From an optimization exercise on the open Yosys and OpenROAD flow, aimed at small area; shortcuts taken in it are not production practice. The RTL was checked by simulation tests, not by an equivalence proof against the original design. Power is estimated from default activity; no workload was simulated.

==> job 9525 <==
// vector_alu
module vector_alu
(
    input  logic        clk,
    input  logic        arst_n,
    input  logic        op_valid,      
    input  logic [5:0]  alu_op,
    input  logic [1:0]  width,         
    input  logic [0:63] reg_a_data,
    input  logic [0:63] reg_b_data,
    output logic [0:63] alu_out,       
    output logic        result_valid   
);
    logic [63:0] a, b;
    assign a = reg_a_data;
    assign b = reg_b_data;
    logic [63:0] q;
    assign q = alu_out;
    logic [5:0] op;
    assign op = alu_op & {6{op_valid}};
    logic [63:0] arith_result;
    logic [63:0] sh_out;
    logic        srl;
    simd_arith arith_i (
        .alu_op       (op),
        .width        (width),
        .a            (a),
        .b            (b),
        .arith_result (arith_result)
    );
    simd_bitmanip bitmanip_i (
        .op_valid        (op_valid),
        .alu_op          (op),
        .width           (width),
        .a               (a),
        .b               (b),
        .q               (q),
        .sh_out          (sh_out),
        .srl             (srl)
    );
    result_select select_i (
        .clk             (clk),
        .arst_n          (arst_n),
        .op_valid        (op_valid),
        .arith_result    (arith_result),
        .sh_out          (sh_out),
        .srl             (srl),
        .alu_out         (alu_out),
        .result_valid    (result_valid)
    );
endmodule
==> flow/config.mk <==
export PLATFORM = sky130hd
export DESIGN_NAME = vector_alu
export DESIGN_NICKNAME = vector_alu
export VERILOG_FILES = /design/flow/design.v
export SDC_FILE = /design/flow/constraint.sdc
export NUM_CORES = 8
export LEC_CHECK = 0
export CAP_MARGIN = 20
export CORE_MARGIN = 2
export CORE_UTILIZATION = 45
export PLACE_DENSITY = 0.7
export SLEW_MARGIN = 20
export SYNTH_HIERARCHICAL = 1
==> flow/constraint.sdc <==
create_clock -name core_clock -period 16.0 [get_ports {clk}]
set_input_delay 3.2000 -clock core_clock [delete_from_list [all_inputs] [get_ports {clk}]]
set_output_delay 3.2000 -clock core_clock [all_outputs]
set_load 0.01 [all_outputs]
standard.sh (not shown) runs the stock make flow with config.mk's settings and CLKGATE_MAP_FILE= SYNTH_SCRIPT=/design/flow/synth_recipe.tcl, a recipe that flattens the netlist after the stock synthesis.
==> flow/flow/run.sh <==
#!/bin/bash
# The standard layout (the standard.sh running the ORFS steps), with four changes made
# through ORFS's own hooks and variables, none to its scripts:
#  - the port buffers that global placement adds are sky130_fd_sc_hd__buf_1 (BUFFER_PORTS_ARGS)
#  - after synthesis, combinational cells go back to drive strength 1 (POST_SYNTH_TCL,
#    flow/downsize.tcl); the resizer upsizes later where needed
#  - clock tree synthesis without dummy loads, from clkbuf_8 cells (CTS_ARGS)
#  - after the placement resizer, an input port buffer that only drives one resizer buffer
#    is dropped and that buffer becomes the port buffer (POST_RESIZE_TCL, flow/mergebuf.tcl)
# The make output goes to standard_flow.log here; ORFS keeps its per-step logs in orfs/logs.
set -euo pipefail
here=$(pwd)
export BUFFER_PORTS_ARGS="-buffer_cell sky130_fd_sc_hd__buf_1"
export POST_SYNTH_TCL="$here/flow/downsize.tcl"
export CTS_ARGS="-sink_clustering_enable -repair_clock_nets -dont_use_dummy_load -buf_list sky130_fd_sc_hd__clkbuf_8"
export POST_RESIZE_TCL="$here/flow/mergebuf.tcl"
bash standard.sh > standard_flow.log 2>&1
Other scripts of this flow, unchanged in this note and not shown: flow/flow/downsize.tcl, flow/flow/mergebuf.tcl
==> job 1101 (differences from job 9525) <==
--- a/flow/config.mk
+++ b/flow/config.mk
@@ -9,4 +9,4 @@
 export CORE_MARGIN = 2
-export CORE_UTILIZATION = 45
-export PLACE_DENSITY = 0.7
+export CORE_UTILIZATION = 60
+export PLACE_DENSITY = 0.85
 export SLEW_MARGIN = 20
==> job 2377 (differences from job 9525) <==
--- a/flow/config.mk
+++ b/flow/config.mk
@@ -7,7 +7,7 @@
 export LEC_CHECK = 0
-export CAP_MARGIN = 20
+export CAP_MARGIN = 5
 export CORE_MARGIN = 2
-export CORE_UTILIZATION = 45
-export PLACE_DENSITY = 0.7
-export SLEW_MARGIN = 20
+export CORE_UTILIZATION = 30
+export PLACE_DENSITY = 0.8
+export SLEW_MARGIN = 5
 export SYNTH_HIERARCHICAL = 1
==> run summary <==
Result of the run: job 1101 finished clean; job 9525 finished clean; job 2377 finished clean
Overall Power: job 1101 1.70 mW; job 9525 1.65 mW; job 2377 1.64 mW
Transition time at the pin with the least slew margin: job 1101 1.33 ns; job 9525 1.24 ns; job 2377 1.47 ns
Vias in the first global route: job 1101 40,300; job 9525 37,600; job 2377 38,400
Hold endpoint: job 1101 select_i.alu_out[52]$_DFF_PN0_; job 9525 select_i.alu_out[63]$_DFF_PN0_; job 2377 select_i.alu_out[51]$_DFF_PN0_
Combined area of the multi-input logic cells: job 1101 34,500 um^2; job 9525 34,500 um^2; job 2377 34,500 um^2
Worst-path clk slew: job 1101 0.09 ns; job 9525 0.09 ns; job 2377 0.11 ns
Psw: job 1101 1.07 mW; job 9525 1.02 mW; job 2377 1.01 mW
Pre-CTS setup slack: job 1101 1.31 ns; job 9525 1.40 ns; job 2377 1.18 ns
Required @ worst endpoint: job 1101 16.32 ns; job 9525 16.29 ns; job 2377 16.30 ns
Tmin final: job 1101 14.77 ns; job 9525 14.65 ns; job 2377 14.65 ns
Met1 Wirelength: job 1101 60,700 um; job 9525 67,100 um; job 2377 63,900 um
Cell Count Post-Placement: job 1101 4,980; job 9525 5,224; job 2377 5,781
Violation count after the first detailed-routing iteration: job 1101 8,194; job 9525 6,290; job 2377 7,596

[what the ideal ports hide]
In the flow no input, the clock included, has a driving cell. The finished layouts below were timed again as built, in two steps.
Step 1 sets driving cells, clkbuf_16 on the clock port and buf_2 on the other inputs (assumed; they add their load-dependent delay and slew).
Step 2 moves the port delays by t, midway between the first and last clock arrival at a register: inputs arrive t later, outputs are due t later. That takes back most of the time a late clock gives input paths.
a / b / c = ideal / step 1 / step 2; a / b = the first two.
run | shift t [ns] | setup WS [ns] | worst slew at a driven data input, ns
job 9525 | 0.438 | 1.352 / 1.375 / 0.938 | 0.12
job 1101 | 0.462 | 1.234 / 1.138 / 0.677 | 0.15
job 2377 | 0.447 | 1.349 / 1.360 / 0.913 | 0.23
After both steps every run listed still meets setup and hold. For job 1101, which loses most, drivers alone change the setup slack by -0.096 ns; drivers and shift together by -0.557 ns.
